From an optimization exercise on the open Yosys and OpenROAD flow, aimed at small area, a short achievable clock period and few clock cycles per item; shortcuts taken in it are not production practice. At most, simulation tests tie the RTL to the original design; equivalence was not proved. Power is estimated from default activity; no workload was simulated.

==> inputs of v16 <==
// echo_median_distance_filter_unit
module echo_median_distance_filter_unit #(
  parameter int WINDOW = 5
) (
  input  logic                 clk,
  input  logic                 rst,
  input  logic                 in_valid,
  output logic                 in_stall,
  input  logic [DUR_W-1:0]     echo_duration_us,
  output logic                 out_valid,
  input  logic                 out_stall,
  output logic [DIST_W-1:0]    distance_q8,
  output logic                 found,
  output logic [COUNT_W-1:0]   kept_count,
  input  logic                 cfg_valid,
  output logic                 cfg_ready,
  input  logic [CFG_IDX_W-1:0] cfg_index,
  input  logic [31:0]          cfg_data
);
==> flow/config.mk <==
export PLATFORM = sky130hd
export DESIGN_NAME = echo_median_distance_filter_unit
export DESIGN_NICKNAME = echo_median_distance_filter_unit
export VERILOG_FILES = /design/flow/design.v
export SDC_FILE = /design/flow/constraint.sdc
export NUM_CORES = 4
export LEC_CHECK = 0
export CAP_MARGIN = 20
export CORE_MARGIN = 2
export CORE_UTILIZATION = 40
export SETUP_SLACK_MARGIN = 4.0
export SLEW_MARGIN = 20
==> flow/constraint.sdc <==
create_clock -name core_clock -period 7.0 [get_ports {clk}]
set_input_delay 1.4000 -clock core_clock [delete_from_list [all_inputs] [get_ports {clk}]]
set_output_delay 1.4000 -clock core_clock [all_outputs]
set_load 0.01 [all_outputs]
run.sh (not shown) runs the stock make flow with config.mk's settings and CLKGATE_MAP_FILE= SYNTH_SCRIPT=/design/flow/synth_recipe.tcl, a recipe that flattens the netlist after the stock synthesis.
==> v29: changes against v16 <==
--- a/flow/design.v
+++ b/flow/design.v
@@ -148,40 +148,53 @@
   logic               min_zero;
   emdf_pkg::dur_t     limit;
   logic               lim_exact;
   logic [4:0]         div_cnt;
   logic               div_busy;
+  logic               div_init;
   logic               div_first;
   logic               div_sat;
   logic [12:0]        div_r2;
   logic [13:0]        div_diff;
   logic [11:0]        div_rem;
   logic               div_q;
   logic               in_acc;
+  logic               ir_v;
+  emdf_pkg::dur_t     ir_d;
+  logic               ins;
   logic [2:0]         pos;
   logic [2:0]         kept;
+  logic [2:0]         kept_acc;
+  logic               keep_r;
   logic               keep;
   logic               win_full;
   emdf_pkg::dur_t     median;
   logic               xfer;
-  logic               win_full_next;
-  logic               med_v_next;
   logic               med_v;
   emdf_pkg::dur_t     med;
   logic [2:0]         med_count;
   logic               start;
   logic               idle;
+  logic               step;
   logic [2:0]         phase;
   logic [11:0]        acc_s;
   logic [11:0]        acc_c;
   logic               acc_cin;
   logic [7:0]         prod_mid;
   logic [11:0]        s_next;
   logic [11:0]        c_next;
   logic               cout;
   logic [3:0]         low;
   logic [2:0]         res_count;
+  logic               ir_v_next;
+  logic               win_full_next;
+  logic               med_v_next;
+  logic [2:0]         pos_next;
+  logic               phase4_next;
+  logic               xfer_next;
+  logic               win_full_2;
+  logic               med_v_2;
   function automatic logic dur_ge_gt(input logic [15:0] a, input logic [15:0] b,
                                      input logic ge);
     logic [15:0] g, l;
     logic [7:0]  g2, l2;
     logic [3:0]  g4, l4;
@@ -210,103 +223,119 @@
       speed    <= HALF_SPEED_RESET;
       min_dist <= MIN_DIST_RESET;
       min_zero <= 1'b0;
     end else if (cfg_valid) begin
       case (cfg_index)
-        REG_HALF_SPEED: speed    <= cfg_data[SPEED_W-1:0];
+        REG_HALF_SPEED: speed <= cfg_data[SPEED_W-1:0];
         REG_MIN_DIST: begin
           min_dist <= cfg_data[DIST_W-1:0];
           min_zero <= (cfg_data[DIST_W-1:0] == '0);
         end
         default: ;
       endcase
     end
   end
+  assign div_init  = (div_cnt == 5'd18);
   assign div_first = (div_cnt == 5'd17);
-  assign div_r2    = div_first ? {1'b0, min_dist[19:8]} : {acc_s, limit[15]};
+  assign div_r2    = {acc_c, limit[15]};
   assign div_diff  = {1'b0, div_r2} - {2'b00, speed};
   assign div_q     = !div_diff[13];
   assign div_rem   = div_q ? div_diff[11:0] : div_r2[11:0];
   always_ff @(posedge clk) begin
     if (rst) begin
       div_cnt <= 5'd0;
     end else if (cfg_valid) begin
-      div_cnt <= 5'd17;
+      div_cnt <= 5'd18;
     end else if (div_busy) begin
       div_cnt <= div_cnt - 5'd1;
     end
   end
   always_ff @(posedge clk) begin
     if (rst) begin
       limit     <= LIMIT_RESET;
       lim_exact <= 1'b0;
+    end else if (div_init) begin
+      limit <= {min_dist[8:0], 7'd0};
     end else if (div_busy) begin
       if (div_first) begin
-        limit   <= {min_dist[7:0], 8'h00};
-        div_sat <= div_q || min_zero;
+        limit   <= {limit[14:0], 1'b0};
+        div_sat <= div_q;
       end else begin
         limit <= {limit[14:0], (div_q || div_sat) && !min_zero};
       end
-      lim_exact <= (div_rem == 12'd0) && !div_sat && !min_zero;
+      lim_exact <= ((div_r2 == {1'b0, speed}) || (div_r2 == 13'd0)) && !div_sat && !min_zero;
     end
   end
-  assign keep = dur_ge_gt(echo_duration_us, limit, lim_exact);
+  assign ins = ir_v;
+  always_ff @(posedge clk) begin
+    if (rst) begin
+      ir_v <= 1'b0;
+    end else begin
+      ir_v <= ir_v_next;
+    end
+  end
+  always_ff @(posedge clk) begin
+    ir_d <= echo_duration_us;
+  end
+  assign keep = dur_ge_gt(ir_d, limit, lim_exact);
   assign xfer = win_full && !med_v;
   always_ff @(posedge clk) begin
     if (rst) begin
       pos      <= 3'd0;
       win_full <= 1'b0;
     end else begin
-      if (xfer) win_full <= 1'b0;
-      if (in_acc) begin
-        if (pos == 3'(WINDOW - 1)) begin
-          pos      <= 3'd0;
-          win_full <= 1'b1;
-        end else begin
-          pos <= pos + 3'd1;
-        end
-      end
+      win_full <= win_full_next;
+      pos      <= pos_next;
     end
   end
   always_ff @(posedge clk) begin
-    if (in_acc) kept <= ((pos == 3'd0) ? 3'd0 : kept) + 3'(keep);
+    if (ins) begin
+      kept_acc <= (pos == 3'd0) ? 3'd0 : kept;
+      keep_r   <= keep;
+    end
   end
+  assign kept = kept_acc + 3'(keep_r);
   emdf_chain u_chain (
-    .clk (clk),
-    .acc (in_acc),
-    .pos (pos),
-    .x   (echo_duration_us),
+    .clk  (clk),
+    .acc  (ins),
+    .pos  (pos),
+    .x    (ir_d),
     .want ({kept == 3'd5, (kept == 3'd3) || (kept == 3'd4), (kept == 3'd1) || (kept == 3'd2)}),
     .pick (median)
   );
-  assign win_full_next = (win_full && !xfer) || (in_acc && (pos == 3'(WINDOW - 1)));
+  assign ir_v_next     = in_acc;
+  assign win_full_next = (win_full && !xfer) || (ins && (pos == 3'(WINDOW - 1)));
   assign med_v_next    = xfer || (med_v && (phase != 3'd4));
+  assign pos_next      = ins ? ((pos == 3'(WINDOW - 1)) ? 3'd0 : pos + 3'd1) : pos;
+  assign phase4_next   = (phase == 3'd3);
+  assign xfer_next     = win_full_next && !med_v_next;
+  assign win_full_2    = (win_full_next && !xfer_next) || (ir_v_next && (pos_next == 3'(WINDOW - 1)));
+  assign med_v_2       = xfer_next || (med_v_next && !phase4_next);
   always_ff @(posedge clk) begin
     if (rst) begin
       in_stall <= 1'b0;
     end else begin
-      in_stall <= cfg_valid || (div_cnt > 5'd1) || (win_full_next && med_v_next);
+      in_stall <= cfg_valid || (div_cnt > 5'd1) || (win_full_2 && med_v_2);
     end
   end
   always_ff @(posedge clk) begin
     if (rst) begin
       med_v <= 1'b0;
-    end else if (xfer) begin
-      med_v <= 1'b1;
-    end else if (phase == 3'd4) begin
-      med_v <= 1'b0;
+    end else begin
+      med_v <= med_v_next;
     end
   end
   always_ff @(posedge clk) begin
     if (xfer) begin
       med       <= median;
       med_count <= kept;
-    end else if (start || (phase != 3'd0 && phase != 3'd5)) begin
+    end else if (step) begin
       med <= med >> 4;
     end
   end
   assign start = med_v && idle && (!out_valid || !out_stall);
+  assign step  = start || (phase == 3'd2) || (phase == 3'd3) || (phase == 3'd4);
   emdf_cell u_step (
     .speed  (speed),
     .s      (idle ? 12'd0 : acc_s),
     .c      (idle ? 12'd0 : acc_c),
     .cin    (idle ? 1'b0 : acc_cin),
@@ -329,20 +358,28 @@
     end else if (phase != 3'd0) begin
       phase <= phase + 3'd1;
     end
   end
   always_ff @(posedge clk) begin
-    if (start || (phase != 3'd0 && phase != 3'd5)) begin
-      acc_s    <= s_next;
-      acc_c    <= c_next;
-      acc_cin  <= cout;
-      prod_mid <= {low, prod_mid[7:4]};
+    if (step) begin
+      acc_s <= s_next;
     end else if (phase == 3'd5) begin
       acc_s <= acc_s + acc_c + 12'(acc_cin);
+    end
+  end
+  always_ff @(posedge clk) begin
+    if (div_init) begin
+      acc_c <= {1'b0, min_dist[19:9]};
     end else if (div_busy) begin
-      acc_s <= div_rem;
+      acc_c <= div_rem;
+    end else begin
+      acc_c <= c_next;
     end
+    acc_cin <= cout;
+  end
+  always_ff @(posedge clk) begin
+    if (phase == 3'd3 || phase == 3'd4) prod_mid <= {low, prod_mid[7:4]};
   end
   always_ff @(posedge clk) begin
     if (start) begin
       res_count <= med_count;
       found     <= (med_count != 3'd0);
==> flow/flow/run.sh (new file) <==
#!/bin/bash
# Standard layout (the standard.sh: standard synthesis, ORFS floorplan to finish), with
# one change: the port buffers are sky130_fd_sc_hd__buf_2 instead of the cell buffer_ports
# picks by default (clkdlybuf4s50_1, a delay cell). Every port still gets its buffer.
set -euo pipefail
bash standard.sh BUFFER_PORTS_ARGS="-buffer_cell sky130_fd_sc_hd__buf_2" finish > standard_flow.log 2>&1
==> flow/standard.sh (new file) <==
#!/bin/bash
# synth_recipe.tcl (not shown) runs the flow's synth.tcl, then flattens the netlist and writes it again
# the make line also repeats each setting of config.mk as NAME=value (left out here)
make -C /OpenROAD-flow-scripts/flow DESIGN_CONFIG=/design/flow/config.mk WORK_HOME=/design/flow/orfs CLKGATE_MAP_FILE= SYNTH_SCRIPT=/design/flow/synth_recipe.tcl "${@:-finish}"
SETUP_SLACK_MARGIN = 4.3   (was 4.0)
removed: flow/run.sh
==> v8: changes against v16 <==
SETUP_SLACK_MARGIN = 4.4   (was 4.0)
==> qor summary <==
Share of final layout cell area taken by clock buffers and inverters: v29 4.64%; v16 4.16%; v8 3.93%
Gates resized, CTS repair: v29 55; v16 164; v8 248
Count of plain and timing-repair buffers: v29 132; v16 154; v8 177
Shortest period the worst path allows: v29 2.79 ns; v16 3.55 ns; v8 3.60 ns
Later-pin clock latency in the skew report: v29 0.45 ns; v16 0.44 ns; v8 0.44 ns
Placed cells: v29 1,578; v16 1,513; v8 1,511
Clk pin slew, worst setup/hold paths: v29 0.08 ns; v16 0.07 ns; v8 0.08 ns
Worst stage delay on the critical path: v29 0.36 ns; v16 0.40 ns; v8 0.35 ns
Normalized max-slew margin: v29 34.8%; v16 48.8%; v8 42.6%
Number of cells on the critical path: v29 8; v16 15; v8 17
Area of all sequential standard cells: v29 0.00494 sq mm; v16 0.00466 sq mm; v8 0.00467 sq mm
Area share of and/or/nand/nor cells after synthesis: v29 17.6%; v16 18.1%; v8 18.1%
Final worst-path cycle share: v29 39.9%; v16 50.8%; v8 51.4%
Post-CTS Setup Inserts: v29 36; v16 60; v8 73
Number of sinks driven by the clock tree: v29 195; v16 177; v8 177
Worst setup skew after layout: v29 0.0141 ns; v16 0.0167 ns; v8 0.00830 ns
P_sw: v29 1210 uW; v16 1980 uW; v8 2020 uW
Outcome: v29 timing/DRC/antenna clean; v16 timing/DRC/antenna clean; v8 timing/DRC/antenna clean
Well tap count: v29 378; v16 341; v8 341
Total global routing track utilization: v29 19.6%; v16 22.0%; v8 22.0%
Die Width: v29 172 microns; v16 170 microns; v8 170 microns
Initial antenna violation count: v29 1; v16 0; v8 0
Met3 GRT Util: v29 2.72%; v16 3.35%; v8 2.63%
Last element of the critical path: v29 keep_r$_DFFE_PP_; v16 acc_s[11]$_SDFFCE_PN0P_; v8 lim_exact$_SDFFE_PP0P_
No functional check of the RTL was part of any run of this note.

---

==> inputs of run a <==
==> flow/design.v <==
package emdf_pkg;
  localparam int DUR_W      = 16;
  localparam int SPEED_W    = 12;
  localparam int DIST_W     = 20;
  localparam int COUNT_W    = 3;
  localparam int PROD_W     = DUR_W + SPEED_W;
  localparam int PROD_SHIFT = 8;
  localparam int CFG_IDX_W  = 1;
  localparam logic [SPEED_W-1:0] HALF_SPEED_RESET = 12'd1124;
  localparam logic [DIST_W-1:0]  MIN_DIST_RESET   = 20'd1536;
  localparam logic [DUR_W-1:0]   LIMIT_RESET      = 16'd349;
  localparam logic [CFG_IDX_W-1:0] REG_HALF_SPEED = 1'b0;
  localparam logic [CFG_IDX_W-1:0] REG_MIN_DIST   = 1'b1;
  typedef logic [DIST_W-1:0] dist_t;
  typedef logic [DUR_W-1:0]  dur_t;
endpackage
import emdf_pkg::*;
module emdf_cell (
  input  logic [SPEED_W-1:0] speed,
  input  logic [13:0]        speed3,
  input  logic [11:0]        s,
  input  logic [11:0]        c,
  input  logic               cin,
  input  logic [3:0]         m4,
  output logic [11:0]        s_next,
  output logic [11:0]        c_next,
  output logic               cout,
  output logic [3:0]         low
);
  logic [15:0] r0, r1, sv, cv;
  logic [15:0] x1, y1, x2, y2;
  logic [4:0]  lsum;
  function automatic logic [13:0] pick(input logic [1:0] dig, input logic [11:0] sp,
                                       input logic [13:0] sp3);
    case (dig)
      2'd0:    pick = 14'd0;
      2'd1:    pick = 14'(sp);
      2'd2:    pick = 14'(sp) << 1;
      default: pick = sp3;
    endcase
  endfunction
  assign sv = 16'(s);
  assign cv = 16'(c);
  assign r0 = 16'(pick(m4[1:0], speed, speed3));
  assign r1 = 16'(pick(m4[3:2], speed, speed3)) << 2;
  assign x1 = sv ^ cv ^ r0;
  assign y1 = ((sv & cv) | (sv & r0) | (cv & r0)) << 1;
  assign x2 = x1 ^ y1 ^ r1;
  assign y2 = ((x1 & y1) | (x1 & r1) | (y1 & r1)) << 1;
  assign lsum   = 5'(x2[3:0]) + 5'(y2[3:0]) + 5'(cin);
  assign low    = lsum[3:0];
  assign cout   = lsum[4];
  assign s_next = x2[15:4];
  assign c_next = y2[15:4];
endmodule
import emdf_pkg::*;
module emdf_chain (
  input  logic                clk,
  input  logic                acc,
  input  logic [2:0]          pos,
  input  emdf_pkg::dur_t      x,
  input  logic [2:0]          want,
  output emdf_pkg::dur_t      pick
);
  emdf_pkg::dur_t slot0, slot1, slot2;
  logic [2:0]     above;
  logic           g0, g1, g2;
  logic           lo0, lo1, lo2;
  logic           hi0, hi1, hi2;
  logic           filling;
  logic           w0, w1, w2;
  logic           s0, s1, s2;
  function automatic logic dur_gt(input logic [15:0] a, input logic [15:0] b);
    logic [15:0] g, l;
    logic [7:0]  g2, l2;
    logic [3:0]  g4, l4;
    logic [1:0]  g8, l8;
    g = a & ~b;
    l = ~a & b;
    for (int i = 0; i < 8; i++) begin
      g2[i] = g[2*i+1] | (~l[2*i+1] & g[2*i]);
      l2[i] = l[2*i+1] | (~g[2*i+1] & l[2*i]);
    end
    for (int i = 0; i < 4; i++) begin
      g4[i] = g2[2*i+1] | (~l2[2*i+1] & g2[2*i]);
      l4[i] = l2[2*i+1] | (~g2[2*i+1] & l2[2*i]);
    end
    for (int i = 0; i < 2; i++) begin
      g8[i] = g4[2*i+1] | (~l4[2*i+1] & g4[2*i]);
      l8[i] = l4[2*i+1] | (~g4[2*i+1] & l4[2*i]);
    end
    dur_gt = g8[1] | (~l8[1] & g8[0]);
  endfunction
  assign g0 = dur_gt(x, slot0);
  assign g1 = dur_gt(x, slot1);
  assign g2 = dur_gt(x, slot2);
  assign lo0 = !above[0] && !above[1];
  assign lo1 =  above[0] && !above[2];
  assign lo2 =  above[1] &&  above[2];
  assign hi0 =  above[0] &&  above[1];
  assign hi1 = !above[0] &&  above[2];
  assign hi2 = !above[1] && !above[2];
  assign filling = (pos <= 3'd2);
  assign w0 = filling ? (pos == 3'd0) : (lo0 && g0);
  assign w1 = filling ? (pos == 3'd1) : (lo1 && g1);
  assign w2 = filling ? (pos == 3'd2) : (lo2 && g2);
  always_ff @(posedge clk) begin
    if (acc) begin
      if (w0) slot0 <= x;
      if (w1) slot1 <= x;
      if (w2) slot2 <= x;
      if (w0) begin
        above[0] <= g1;
        above[1] <= g2;
      end
      if (w1) begin
        above[0] <= !g0;
        above[2] <= g2;
      end
      if (w2) begin
        above[1] <= !g0;
        above[2] <= !g1;
      end
    end
  end
  assign s0 = (want[0] && hi0) || (want[1] && !hi0 && !lo0) || (want[2] && lo0);
  assign s1 = (want[0] && hi1) || (want[1] && !hi1 && !lo1) || (want[2] && lo1);
  assign s2 = (want[0] && hi2) || (want[1] && !hi2 && !lo2) || (want[2] && lo2);
  assign pick = ({16{s0}} & slot0) | ({16{s1}} & slot1) | ({16{s2}} & slot2);
endmodule
import emdf_pkg::*;
module echo_median_distance_filter_unit #(
  parameter int WINDOW = 5
) (
  input  logic                 clk,
  input  logic                 rst,
  input  logic                 in_valid,
  output logic                 in_stall,
  input  logic [DUR_W-1:0]     echo_duration_us,
  output logic                 out_valid,
  input  logic                 out_stall,
  output logic [DIST_W-1:0]    distance_q8,
  output logic                 found,
  output logic [COUNT_W-1:0]   kept_count,
  input  logic                 cfg_valid,
  output logic                 cfg_ready,
  input  logic [CFG_IDX_W-1:0] cfg_index,
  input  logic [31:0]          cfg_data
);
  logic [SPEED_W-1:0] speed;
  logic [13:0]        speed3;
  emdf_pkg::dist_t    min_dist;
  logic               min_zero;
  emdf_pkg::dur_t     limit;
  logic               lim_exact;
  logic [4:0]         div_cnt;
  logic               div_busy;
  logic               div_init;
  logic               div_first;
  logic               div_sat;
  logic [12:0]        div_r2;
  logic [13:0]        div_diff;
  logic [11:0]        div_rem;
  logic               div_q;
  logic               in_acc;
  logic               ir_v;
  emdf_pkg::dur_t     ir_d;
  logic               ins;
  logic [2:0]         pos;
  logic [2:0]         kept;
  logic               keep;
  logic               win_full;
  emdf_pkg::dur_t     median;
  logic               xfer;
  logic               med_v;
  emdf_pkg::dur_t     med;
  logic [2:0]         med_count;
  logic               start;
  logic               idle;
  logic               step;
  logic [2:0]         phase;
  logic [11:0]        acc_s;
  logic [11:0]        acc_c;
  logic               acc_cin;
  logic [7:0]         prod_mid;
  logic [11:0]        s_next;
  logic [11:0]        c_next;
  logic               cout;
  logic [3:0]         low;
  logic [2:0]         res_count;
  logic               ir_v_next;
  logic               win_full_next;
  logic               med_v_next;
  function automatic logic dur_ge_gt(input logic [15:0] a, input logic [15:0] b,
                                     input logic ge);
    logic [15:0] g, l;
    logic [7:0]  g2, l2;
    logic [3:0]  g4, l4;
    logic [1:0]  g8, l8;
    g = a & ~b;
    l = ~a & b;
    for (int i = 0; i < 8; i++) begin
      g2[i] = g[2*i+1] | (~l[2*i+1] & g[2*i]);
      l2[i] = l[2*i+1] | (~g[2*i+1] & l[2*i]);
    end
    for (int i = 0; i < 4; i++) begin
      g4[i] = g2[2*i+1] | (~l2[2*i+1] & g2[2*i]);
      l4[i] = l2[2*i+1] | (~g2[2*i+1] & l2[2*i]);
    end
    for (int i = 0; i < 2; i++) begin
      g8[i] = g4[2*i+1] | (~l4[2*i+1] & g4[2*i]);
      l8[i] = l4[2*i+1] | (~g4[2*i+1] & l4[2*i]);
    end
    dur_ge_gt = (g8[1] | (~l8[1] & g8[0])) | (ge & ~(l8[1] | (~g8[1] & l8[0])));
  endfunction
  assign cfg_ready = 1'b1;
  assign div_busy  = (div_cnt != 5'd0);
  assign in_acc    = in_valid && !in_stall;
  always_ff @(posedge clk) begin
    if (rst) begin
      speed    <= HALF_SPEED_RESET;
      speed3   <= 14'(HALF_SPEED_RESET) * 14'd3;
      min_dist <= MIN_DIST_RESET;
      min_zero <= 1'b0;
    end else if (cfg_valid) begin
      case (cfg_index)
        REG_HALF_SPEED: begin
          speed  <= cfg_data[SPEED_W-1:0];
          speed3 <= 14'(cfg_data[SPEED_W-1:0]) + {1'b0, cfg_data[SPEED_W-1:0], 1'b0};
        end
        REG_MIN_DIST: begin
          min_dist <= cfg_data[DIST_W-1:0];
          min_zero <= (cfg_data[DIST_W-1:0] == '0);
        end
        default: ;
      endcase
    end
  end
  assign div_init  = (div_cnt == 5'd18);
  assign div_first = (div_cnt == 5'd17);
  assign div_r2    = {acc_c, limit[15]};
  assign div_diff  = {1'b0, div_r2} - {2'b00, speed};
  assign div_q     = !div_diff[13];
  assign div_rem   = div_q ? div_diff[11:0] : div_r2[11:0];
  always_ff @(posedge clk) begin
    if (rst) begin
      div_cnt <= 5'd0;
    end else if (cfg_valid) begin
      div_cnt <= 5'd18;
    end else if (div_busy) begin
      div_cnt <= div_cnt - 5'd1;
    end
  end
  always_ff @(posedge clk) begin
    if (rst) begin
      limit     <= LIMIT_RESET;
      lim_exact <= 1'b0;
    end else if (div_init) begin
      limit <= {min_dist[8:0], 7'd0};
    end else if (div_busy) begin
      if (div_first) begin
        limit   <= {limit[14:0], 1'b0};
        div_sat <= div_q;
      end else begin
        limit <= {limit[14:0], (div_q || div_sat) && !min_zero};
      end
      lim_exact <= ((div_r2 == {1'b0, speed}) || (div_r2 == 13'd0)) && !div_sat && !min_zero;
    end
  end
  assign ins = ir_v && (!win_full || !med_v);
  always_ff @(posedge clk) begin
    if (rst) begin
      ir_v <= 1'b0;
    end else begin
      ir_v <= ir_v_next;
    end
  end
  always_ff @(posedge clk) begin
    if (in_acc) ir_d <= echo_duration_us;
  end
  assign keep = dur_ge_gt(ir_d, limit, lim_exact);
  assign xfer = win_full && !med_v;
  always_ff @(posedge clk) begin
    if (rst) begin
      pos      <= 3'd0;
      win_full <= 1'b0;
    end else begin
      win_full <= win_full_next;
      if (ins) pos <= (pos == 3'(WINDOW - 1)) ? 3'd0 : pos + 3'd1;
    end
  end
  always_ff @(posedge clk) begin
    if (ins) kept <= ((pos == 3'd0) ? 3'd0 : kept) + 3'(keep);
  end
  emdf_chain u_chain (
    .clk  (clk),
    .acc  (ins),
    .pos  (pos),
    .x    (ir_d),
    .want ({kept == 3'd5, (kept == 3'd3) || (kept == 3'd4), (kept == 3'd1) || (kept == 3'd2)}),
    .pick (median)
  );
  assign ir_v_next     = in_acc || (ir_v && !ins);
  assign win_full_next = (win_full && !xfer) || (ins && (pos == 3'(WINDOW - 1)));
  assign med_v_next    = xfer || (med_v && (phase != 3'd4));
  always_ff @(posedge clk) begin
    if (rst) begin
      in_stall <= 1'b0;
    end else begin
      in_stall <= cfg_valid || (div_cnt > 5'd1) || (ir_v_next && win_full_next && med_v_next);
    end
  end
  always_ff @(posedge clk) begin
    if (rst) begin
      med_v <= 1'b0;
    end else begin
      med_v <= med_v_next;
    end
  end
  always_ff @(posedge clk) begin
    if (xfer) begin
      med       <= median;
      med_count <= kept;
    end else if (step) begin
      med <= med >> 4;
    end
  end
  assign start = med_v && idle && (!out_valid || !out_stall);
  assign step  = start || (phase == 3'd2) || (phase == 3'd3) || (phase == 3'd4);
  emdf_cell u_step (
    .speed  (speed),
    .speed3 (speed3),
    .s      (idle ? 12'd0 : acc_s),
    .c      (idle ? 12'd0 : acc_c),
    .cin    (idle ? 1'b0 : acc_cin),
    .m4     (med[3:0]),
    .s_next (s_next),
    .c_next (c_next),
    .cout   (cout),
    .low    (low)
  );
  always_ff @(posedge clk) begin
    if (rst) begin
      phase <= 3'd0;
      idle  <= 1'b1;
    end else if (start) begin
      phase <= 3'd2;
      idle  <= 1'b0;
    end else if (phase == 3'd5) begin
      phase <= 3'd0;
      idle  <= 1'b1;
    end else if (phase != 3'd0) begin
      phase <= phase + 3'd1;
    end
  end
  always_ff @(posedge clk) begin
    if (step) begin
      acc_s <= s_next;
    end else if (phase == 3'd5) begin
      acc_s <= acc_s + acc_c + 12'(acc_cin);
    end
  end
  always_ff @(posedge clk) begin
    if (div_init) begin
      acc_c <= {1'b0, min_dist[19:9]};
    end else if (div_busy) begin
      acc_c <= div_rem;
    end else begin
      acc_c <= c_next;
    end
    acc_cin <= cout;
  end
  always_ff @(posedge clk) begin
    if (phase == 3'd3 || phase == 3'd4) prod_mid <= {low, prod_mid[7:4]};
  end
  always_ff @(posedge clk) begin
    if (start) begin
      res_count <= med_count;
      found     <= (med_count != 3'd0);
    end
  end
  always_ff @(posedge clk) begin
    if (rst) begin
      out_valid <= 1'b0;
    end else if (phase == 3'd5) begin
      out_valid <= 1'b1;
    end else if (!out_stall) begin
      out_valid <= 1'b0;
    end
  end
  assign distance_q8 = {acc_s, prod_mid};
  assign kept_count  = res_count;
endmodule
==> flow/flow/run.sh <==
#!/bin/bash
# Standard layout (the standard.sh: standard synthesis, ORFS floorplan to finish), with
# one change: the port buffers are sky130_fd_sc_hd__buf_2 instead of the cell buffer_ports
# picks by default (clkdlybuf4s50_1, a delay cell). Every port still gets its buffer.
set -euo pipefail
bash standard.sh BUFFER_PORTS_ARGS="-buffer_cell sky130_fd_sc_hd__buf_2" finish > standard_flow.log 2>&1
==> flow/standard.sh <==
#!/bin/bash
# synth_recipe.tcl (not shown) runs the flow's synth.tcl, then flattens the netlist and writes it again
# the make line also repeats each setting of config.mk as NAME=value (left out here)
make -C /OpenROAD-flow-scripts/flow DESIGN_CONFIG=/design/flow/config.mk WORK_HOME=/design/flow/orfs CLKGATE_MAP_FILE= SYNTH_SCRIPT=/design/flow/synth_recipe.tcl "${@:-finish}"
==> flow/config.mk <==
export PLATFORM = sky130hd
export DESIGN_NAME = echo_median_distance_filter_unit
export DESIGN_NICKNAME = echo_median_distance_filter_unit
export VERILOG_FILES = /design/flow/design.v
export SDC_FILE = /design/flow/constraint.sdc
export NUM_CORES = 4
export LEC_CHECK = 0
export CAP_MARGIN = 20
export CORE_MARGIN = 2
export CORE_UTILIZATION = 40
export SETUP_SLACK_MARGIN = 4.6
export SLEW_MARGIN = 20
==> flow/constraint.sdc <==
create_clock -name core_clock -period 7.0 [get_ports {clk}]
set_input_delay 1.4000 -clock core_clock [delete_from_list [all_inputs] [get_ports {clk}]]
set_output_delay 1.4000 -clock core_clock [all_outputs]
set_load 0.01 [all_outputs]
==> run b: changes against run a <==
--- a/flow/design.v
+++ b/flow/design.v
@@ -17,7 +17,6 @@
 import emdf_pkg::*;
 module emdf_cell (
   input  logic [SPEED_W-1:0] speed,
-  input  logic [13:0]        speed3,
   input  logic [11:0]        s,
   input  logic [11:0]        c,
   input  logic               cin,
@@ -27,31 +26,28 @@
   output logic               cout,
   output logic [3:0]         low
 );
-  logic [15:0] r0, r1, sv, cv;
-  logic [15:0] x1, y1, x2, y2;
+  logic [15:0] p0, p1, p2, p3, sv, cv;
+  logic [15:0] x1, y1, x2, y2, x3, y3, x4, y4;
   logic [4:0]  lsum;
-  function automatic logic [13:0] pick(input logic [1:0] dig, input logic [11:0] sp,
-                                       input logic [13:0] sp3);
-    case (dig)
-      2'd0:    pick = 14'd0;
-      2'd1:    pick = 14'(sp);
-      2'd2:    pick = 14'(sp) << 1;
-      default: pick = sp3;
-    endcase
-  endfunction
   assign sv = 16'(s);
   assign cv = 16'(c);
-  assign r0 = 16'(pick(m4[1:0], speed, speed3));
-  assign r1 = 16'(pick(m4[3:2], speed, speed3)) << 2;
-  assign x1 = sv ^ cv ^ r0;
-  assign y1 = ((sv & cv) | (sv & r0) | (cv & r0)) << 1;
-  assign x2 = x1 ^ y1 ^ r1;
-  assign y2 = ((x1 & y1) | (x1 & r1) | (y1 & r1)) << 1;
-  assign lsum   = 5'(x2[3:0]) + 5'(y2[3:0]) + 5'(cin);
+  assign p0 = m4[0] ? 16'(speed)       : 16'd0;
+  assign p1 = m4[1] ? 16'(speed) << 1  : 16'd0;
+  assign p2 = m4[2] ? 16'(speed) << 2  : 16'd0;
+  assign p3 = m4[3] ? 16'(speed) << 3  : 16'd0;
+  assign x1 = sv ^ cv ^ p0;
+  assign y1 = ((sv & cv) | (sv & p0) | (cv & p0)) << 1;
+  assign x2 = p1 ^ p2 ^ p3;
+  assign y2 = ((p1 & p2) | (p1 & p3) | (p2 & p3)) << 1;
+  assign x3 = x1 ^ y1 ^ x2;
+  assign y3 = ((x1 & y1) | (x1 & x2) | (y1 & x2)) << 1;
+  assign x4 = x3 ^ y3 ^ y2;
+  assign y4 = ((x3 & y3) | (x3 & y2) | (y3 & y2)) << 1;
+  assign lsum   = 5'(x4[3:0]) + 5'(y4[3:0]) + 5'(cin);
   assign low    = lsum[3:0];
   assign cout   = lsum[4];
-  assign s_next = x2[15:4];
-  assign c_next = y2[15:4];
+  assign s_next = x4[15:4];
+  assign c_next = y4[15:4];
 endmodule
 import emdf_pkg::*;
 module emdf_chain (
@@ -148,7 +144,6 @@
   input  logic [31:0]          cfg_data
 );
   logic [SPEED_W-1:0] speed;
-  logic [13:0]        speed3;
   emdf_pkg::dist_t    min_dist;
   logic               min_zero;
   emdf_pkg::dur_t     limit;
@@ -219,15 +214,11 @@
   always_ff @(posedge clk) begin
     if (rst) begin
       speed    <= HALF_SPEED_RESET;
-      speed3   <= 14'(HALF_SPEED_RESET) * 14'd3;
       min_dist <= MIN_DIST_RESET;
       min_zero <= 1'b0;
     end else if (cfg_valid) begin
       case (cfg_index)
-        REG_HALF_SPEED: begin
-          speed  <= cfg_data[SPEED_W-1:0];
-          speed3 <= 14'(cfg_data[SPEED_W-1:0]) + {1'b0, cfg_data[SPEED_W-1:0], 1'b0};
-        end
+        REG_HALF_SPEED: speed <= cfg_data[SPEED_W-1:0];
         REG_MIN_DIST: begin
           min_dist <= cfg_data[DIST_W-1:0];
           min_zero <= (cfg_data[DIST_W-1:0] == '0);
@@ -329,7 +320,6 @@
   assign step  = start || (phase == 3'd2) || (phase == 3'd3) || (phase == 3'd4);
   emdf_cell u_step (
     .speed  (speed),
-    .speed3 (speed3),
     .s      (idle ? 12'd0 : acc_s),
     .c      (idle ? 12'd0 : acc_c),
     .cin    (idle ? 1'b0 : acc_cin),
==> flow/run.sh (new file) <==
#!/bin/bash
# synth_recipe.tcl (not shown) runs the flow's synth.tcl, then flattens the netlist and writes it again
# the make line also repeats each setting of config.mk as NAME=value (left out here)
make -C /OpenROAD-flow-scripts/flow DESIGN_CONFIG=/design/flow/config.mk WORK_HOME=/design/flow/orfs CLKGATE_MAP_FILE= SYNTH_SCRIPT=/design/flow/synth_recipe.tcl finish
--- a/flow/config.mk
+++ b/flow/config.mk
@@ -8,5 +8,5 @@
 export CAP_MARGIN = 20
 export CORE_MARGIN = 2
 export CORE_UTILIZATION = 40
-export SETUP_SLACK_MARGIN = 4.6
+export SETUP_SLACK_MARGIN = 4.5
 export SLEW_MARGIN = 20
removed: flow/flow/run.sh
removed: flow/standard.sh
==> run c: changes against run a <==
--- a/flow/design.v
+++ b/flow/design.v
@@ -17,7 +17,6 @@
 import emdf_pkg::*;
 module emdf_cell (
   input  logic [SPEED_W-1:0] speed,
-  input  logic [13:0]        speed3,
   input  logic [11:0]        s,
   input  logic [11:0]        c,
   input  logic               cin,
@@ -27,31 +26,28 @@
   output logic               cout,
   output logic [3:0]         low
 );
-  logic [15:0] r0, r1, sv, cv;
-  logic [15:0] x1, y1, x2, y2;
+  logic [15:0] p0, p1, p2, p3, sv, cv;
+  logic [15:0] x1, y1, x2, y2, x3, y3, x4, y4;
   logic [4:0]  lsum;
-  function automatic logic [13:0] pick(input logic [1:0] dig, input logic [11:0] sp,
-                                       input logic [13:0] sp3);
-    case (dig)
-      2'd0:    pick = 14'd0;
-      2'd1:    pick = 14'(sp);
-      2'd2:    pick = 14'(sp) << 1;
-      default: pick = sp3;
-    endcase
-  endfunction
   assign sv = 16'(s);
   assign cv = 16'(c);
-  assign r0 = 16'(pick(m4[1:0], speed, speed3));
-  assign r1 = 16'(pick(m4[3:2], speed, speed3)) << 2;
-  assign x1 = sv ^ cv ^ r0;
-  assign y1 = ((sv & cv) | (sv & r0) | (cv & r0)) << 1;
-  assign x2 = x1 ^ y1 ^ r1;
-  assign y2 = ((x1 & y1) | (x1 & r1) | (y1 & r1)) << 1;
-  assign lsum   = 5'(x2[3:0]) + 5'(y2[3:0]) + 5'(cin);
+  assign p0 = m4[0] ? 16'(speed)       : 16'd0;
+  assign p1 = m4[1] ? 16'(speed) << 1  : 16'd0;
+  assign p2 = m4[2] ? 16'(speed) << 2  : 16'd0;
+  assign p3 = m4[3] ? 16'(speed) << 3  : 16'd0;
+  assign x1 = sv ^ cv ^ p0;
+  assign y1 = ((sv & cv) | (sv & p0) | (cv & p0)) << 1;
+  assign x2 = p1 ^ p2 ^ p3;
+  assign y2 = ((p1 & p2) | (p1 & p3) | (p2 & p3)) << 1;
+  assign x3 = x1 ^ y1 ^ x2;
+  assign y3 = ((x1 & y1) | (x1 & x2) | (y1 & x2)) << 1;
+  assign x4 = x3 ^ y3 ^ y2;
+  assign y4 = ((x3 & y3) | (x3 & y2) | (y3 & y2)) << 1;
+  assign lsum   = 5'(x4[3:0]) + 5'(y4[3:0]) + 5'(cin);
   assign low    = lsum[3:0];
   assign cout   = lsum[4];
-  assign s_next = x2[15:4];
-  assign c_next = y2[15:4];
+  assign s_next = x4[15:4];
+  assign c_next = y4[15:4];
 endmodule
 import emdf_pkg::*;
 module emdf_chain (
@@ -148,7 +144,6 @@
   input  logic [31:0]          cfg_data
 );
   logic [SPEED_W-1:0] speed;
-  logic [13:0]        speed3;
   emdf_pkg::dist_t    min_dist;
   logic               min_zero;
   emdf_pkg::dur_t     limit;
@@ -219,15 +214,11 @@
   always_ff @(posedge clk) begin
     if (rst) begin
       speed    <= HALF_SPEED_RESET;
-      speed3   <= 14'(HALF_SPEED_RESET) * 14'd3;
       min_dist <= MIN_DIST_RESET;
       min_zero <= 1'b0;
     end else if (cfg_valid) begin
       case (cfg_index)
-        REG_HALF_SPEED: begin
-          speed  <= cfg_data[SPEED_W-1:0];
-          speed3 <= 14'(cfg_data[SPEED_W-1:0]) + {1'b0, cfg_data[SPEED_W-1:0], 1'b0};
-        end
+        REG_HALF_SPEED: speed <= cfg_data[SPEED_W-1:0];
         REG_MIN_DIST: begin
           min_dist <= cfg_data[DIST_W-1:0];
           min_zero <= (cfg_data[DIST_W-1:0] == '0);
@@ -329,7 +320,6 @@
   assign step  = start || (phase == 3'd2) || (phase == 3'd3) || (phase == 3'd4);
   emdf_cell u_step (
     .speed  (speed),
-    .speed3 (speed3),
     .s      (idle ? 12'd0 : acc_s),
     .c      (idle ? 12'd0 : acc_c),
     .cin    (idle ? 1'b0 : acc_cin),
--- a/flow/config.mk
+++ b/flow/config.mk
@@ -8,5 +8,5 @@
 export CAP_MARGIN = 20
 export CORE_MARGIN = 2
 export CORE_UTILIZATION = 40
-export SETUP_SLACK_MARGIN = 4.6
+export SETUP_SLACK_MARGIN = 4.2
 export SLEW_MARGIN = 20
==> run d: changes against run a <==
--- a/flow/design.v
+++ b/flow/design.v
@@ -17,7 +17,6 @@
 import emdf_pkg::*;
 module emdf_cell (
   input  logic [SPEED_W-1:0] speed,
-  input  logic [13:0]        speed3,
   input  logic [11:0]        s,
   input  logic [11:0]        c,
   input  logic               cin,
@@ -27,31 +26,28 @@
   output logic               cout,
   output logic [3:0]         low
 );
-  logic [15:0] r0, r1, sv, cv;
-  logic [15:0] x1, y1, x2, y2;
+  logic [15:0] p0, p1, p2, p3, sv, cv;
+  logic [15:0] x1, y1, x2, y2, x3, y3, x4, y4;
   logic [4:0]  lsum;
-  function automatic logic [13:0] pick(input logic [1:0] dig, input logic [11:0] sp,
-                                       input logic [13:0] sp3);
-    case (dig)
-      2'd0:    pick = 14'd0;
-      2'd1:    pick = 14'(sp);
-      2'd2:    pick = 14'(sp) << 1;
-      default: pick = sp3;
-    endcase
-  endfunction
   assign sv = 16'(s);
   assign cv = 16'(c);
-  assign r0 = 16'(pick(m4[1:0], speed, speed3));
-  assign r1 = 16'(pick(m4[3:2], speed, speed3)) << 2;
-  assign x1 = sv ^ cv ^ r0;
-  assign y1 = ((sv & cv) | (sv & r0) | (cv & r0)) << 1;
-  assign x2 = x1 ^ y1 ^ r1;
-  assign y2 = ((x1 & y1) | (x1 & r1) | (y1 & r1)) << 1;
-  assign lsum   = 5'(x2[3:0]) + 5'(y2[3:0]) + 5'(cin);
+  assign p0 = m4[0] ? 16'(speed)       : 16'd0;
+  assign p1 = m4[1] ? 16'(speed) << 1  : 16'd0;
+  assign p2 = m4[2] ? 16'(speed) << 2  : 16'd0;
+  assign p3 = m4[3] ? 16'(speed) << 3  : 16'd0;
+  assign x1 = sv ^ cv ^ p0;
+  assign y1 = ((sv & cv) | (sv & p0) | (cv & p0)) << 1;
+  assign x2 = p1 ^ p2 ^ p3;
+  assign y2 = ((p1 & p2) | (p1 & p3) | (p2 & p3)) << 1;
+  assign x3 = x1 ^ y1 ^ x2;
+  assign y3 = ((x1 & y1) | (x1 & x2) | (y1 & x2)) << 1;
+  assign x4 = x3 ^ y3 ^ y2;
+  assign y4 = ((x3 & y3) | (x3 & y2) | (y3 & y2)) << 1;
+  assign lsum   = 5'(x4[3:0]) + 5'(y4[3:0]) + 5'(cin);
   assign low    = lsum[3:0];
   assign cout   = lsum[4];
-  assign s_next = x2[15:4];
-  assign c_next = y2[15:4];
+  assign s_next = x4[15:4];
+  assign c_next = y4[15:4];
 endmodule
 import emdf_pkg::*;
 module emdf_chain (
@@ -148,7 +144,6 @@
   input  logic [31:0]          cfg_data
 );
   logic [SPEED_W-1:0] speed;
-  logic [13:0]        speed3;
   emdf_pkg::dist_t    min_dist;
   logic               min_zero;
   emdf_pkg::dur_t     limit;
@@ -219,15 +214,11 @@
   always_ff @(posedge clk) begin
     if (rst) begin
       speed    <= HALF_SPEED_RESET;
-      speed3   <= 14'(HALF_SPEED_RESET) * 14'd3;
       min_dist <= MIN_DIST_RESET;
       min_zero <= 1'b0;
     end else if (cfg_valid) begin
       case (cfg_index)
-        REG_HALF_SPEED: begin
-          speed  <= cfg_data[SPEED_W-1:0];
-          speed3 <= 14'(cfg_data[SPEED_W-1:0]) + {1'b0, cfg_data[SPEED_W-1:0], 1'b0};
-        end
+        REG_HALF_SPEED: speed <= cfg_data[SPEED_W-1:0];
         REG_MIN_DIST: begin
           min_dist <= cfg_data[DIST_W-1:0];
           min_zero <= (cfg_data[DIST_W-1:0] == '0);
@@ -329,7 +320,6 @@
   assign step  = start || (phase == 3'd2) || (phase == 3'd3) || (phase == 3'd4);
   emdf_cell u_step (
     .speed  (speed),
-    .speed3 (speed3),
     .s      (idle ? 12'd0 : acc_s),
     .c      (idle ? 12'd0 : acc_c),
     .cin    (idle ? 1'b0 : acc_cin),
--- a/flow/config.mk
+++ b/flow/config.mk
@@ -7,6 +7,6 @@
 export LEC_CHECK = 0
 export CAP_MARGIN = 20
 export CORE_MARGIN = 2
-export CORE_UTILIZATION = 40
-export SETUP_SLACK_MARGIN = 4.6
+export CORE_UTILIZATION = 60
+export SETUP_SLACK_MARGIN = 4.2
 export SLEW_MARGIN = 20
==> run summary <==
quantity	run c	run a	run d	run b
Outcome	finished clean	finished clean	finished clean	finished clean
Worst Path Arrival	2950 ps	3280 ps	3070 ps	2900 ps
Number of tap cells added at floorplan	378	390	234	378
Fraction of power spent switching nets	0.3407	0.3208	0.3453	0.3445
Fraction of area in registers	0.3907	0.3451	0.3979	0.3546
Synthesized net count	1325	1385	1325	1325
Required time reported for the critical path endpoint	7200 ps	7280 ps	7320 ps	7190 ps
Delay of the slowest cell on the worst path	520 ps	360 ps	420 ps	540 ps
Worst r2r path cells	7	11	10	7
P_seq	1.45 mW	1.52 mW	1.45 mW	1.46 mW
Clock-pin transition on the worst setup and hold timing paths	80 ps	60 ps	80 ps	70 ps
Clock Skew	12.19 ps	13.46 ps	14.40 ps	12.54 ps
Clk_buf instances	17	33	17	19
Setup ws final	4253 ps	3998 ps	4246 ps	4295 ps
Endpoint of the worst register-to-register path	prod_mid[7]$_DFFE_PP_	kept[1]$_DFFE_PP_	acc_c[8]$_DFF_P_	prod_mid[7]$_DFFE_PP_
Compound-gate portion of the synthesized area	0.1576	0.1836	0.1576	0.1576
Synth cell types	78	69	78	78
CTS sink count	194	207	194	194
H-tree levels	4	1	4	4
Adder-cell share of the synthesized area	0.1518	0.1418	0.1518	0.1518
Number of nets in the finished design	1386	1544	1384	1454
Achievable clock frequency	364.1 MHz	333.1 MHz	363.2 MHz	369.7 MHz
Placed cell area	12000 um2	12890 um2	11800 um2	12350 um2
Internal Power	2.311 mW	2.816 mW	2.235 mW	2.322 mW
Testbench counts of run b, summed over its fixed seeds: cycles 8,208, items 1,600.
Testbench counts of run c, summed over its fixed seeds: cycles 8,208, items 1,600.
Testbench counts of run d, summed over its fixed seeds: cycles 8,208, items 1,600.
Only the layout flow was run in run a; the RTL was not checked for function there.

[afterwards: timing with drivers on the ports]
How much do the figures lean on ideal ports? The routed layouts below were timed once more, with nothing changed but the port constraints. Step 1 sets driving cells, clkbuf_16 on the clock port and buf_2 on the other inputs (assumed; they add their load-dependent delay and slew). Step 2 moves the port delays by t, midway between the first and last clock arrival at a register: inputs arrive t later, outputs are due t later. That takes back most of the time a late clock gives input paths. Three values: ideal, step 1, step 2; two values: the first two.
run	shift t [ns]	slack for setup (ns)	worst setup path after step 2	latest minus earliest clock arrival (ns)	worst data-port slew with drivers (ns)
v16	0.481	3.446 / 3.446 / 3.053	input to register	0.020 / 0.019	0.06
v29	0.486	4.206 / 4.206 / 4.000	input to register	0.015 / 0.015	0.06
v8	0.485	3.403 / 3.403 / 2.982	input to register	0.012 / 0.012	0.07
run a	0.567	3.998 / 3.998 / 3.485	input to register	0.013 / 0.014	0.08
run b	0.487	4.295 / 4.295 / 4.133	input to register	0.013 / 0.012	0.04
run c	0.485	4.253 / 4.253 / 3.939	input to register	0.013 / 0.013	0.03
run d	0.475	4.246 / 4.246 / 3.961	input to register	0.016 / 0.016	0.03
After both steps every run listed still meets setup and hold. The setup slack of run a, which loses most, moves by 0.000 ns with the drivers and by -0.513 ns with both steps.
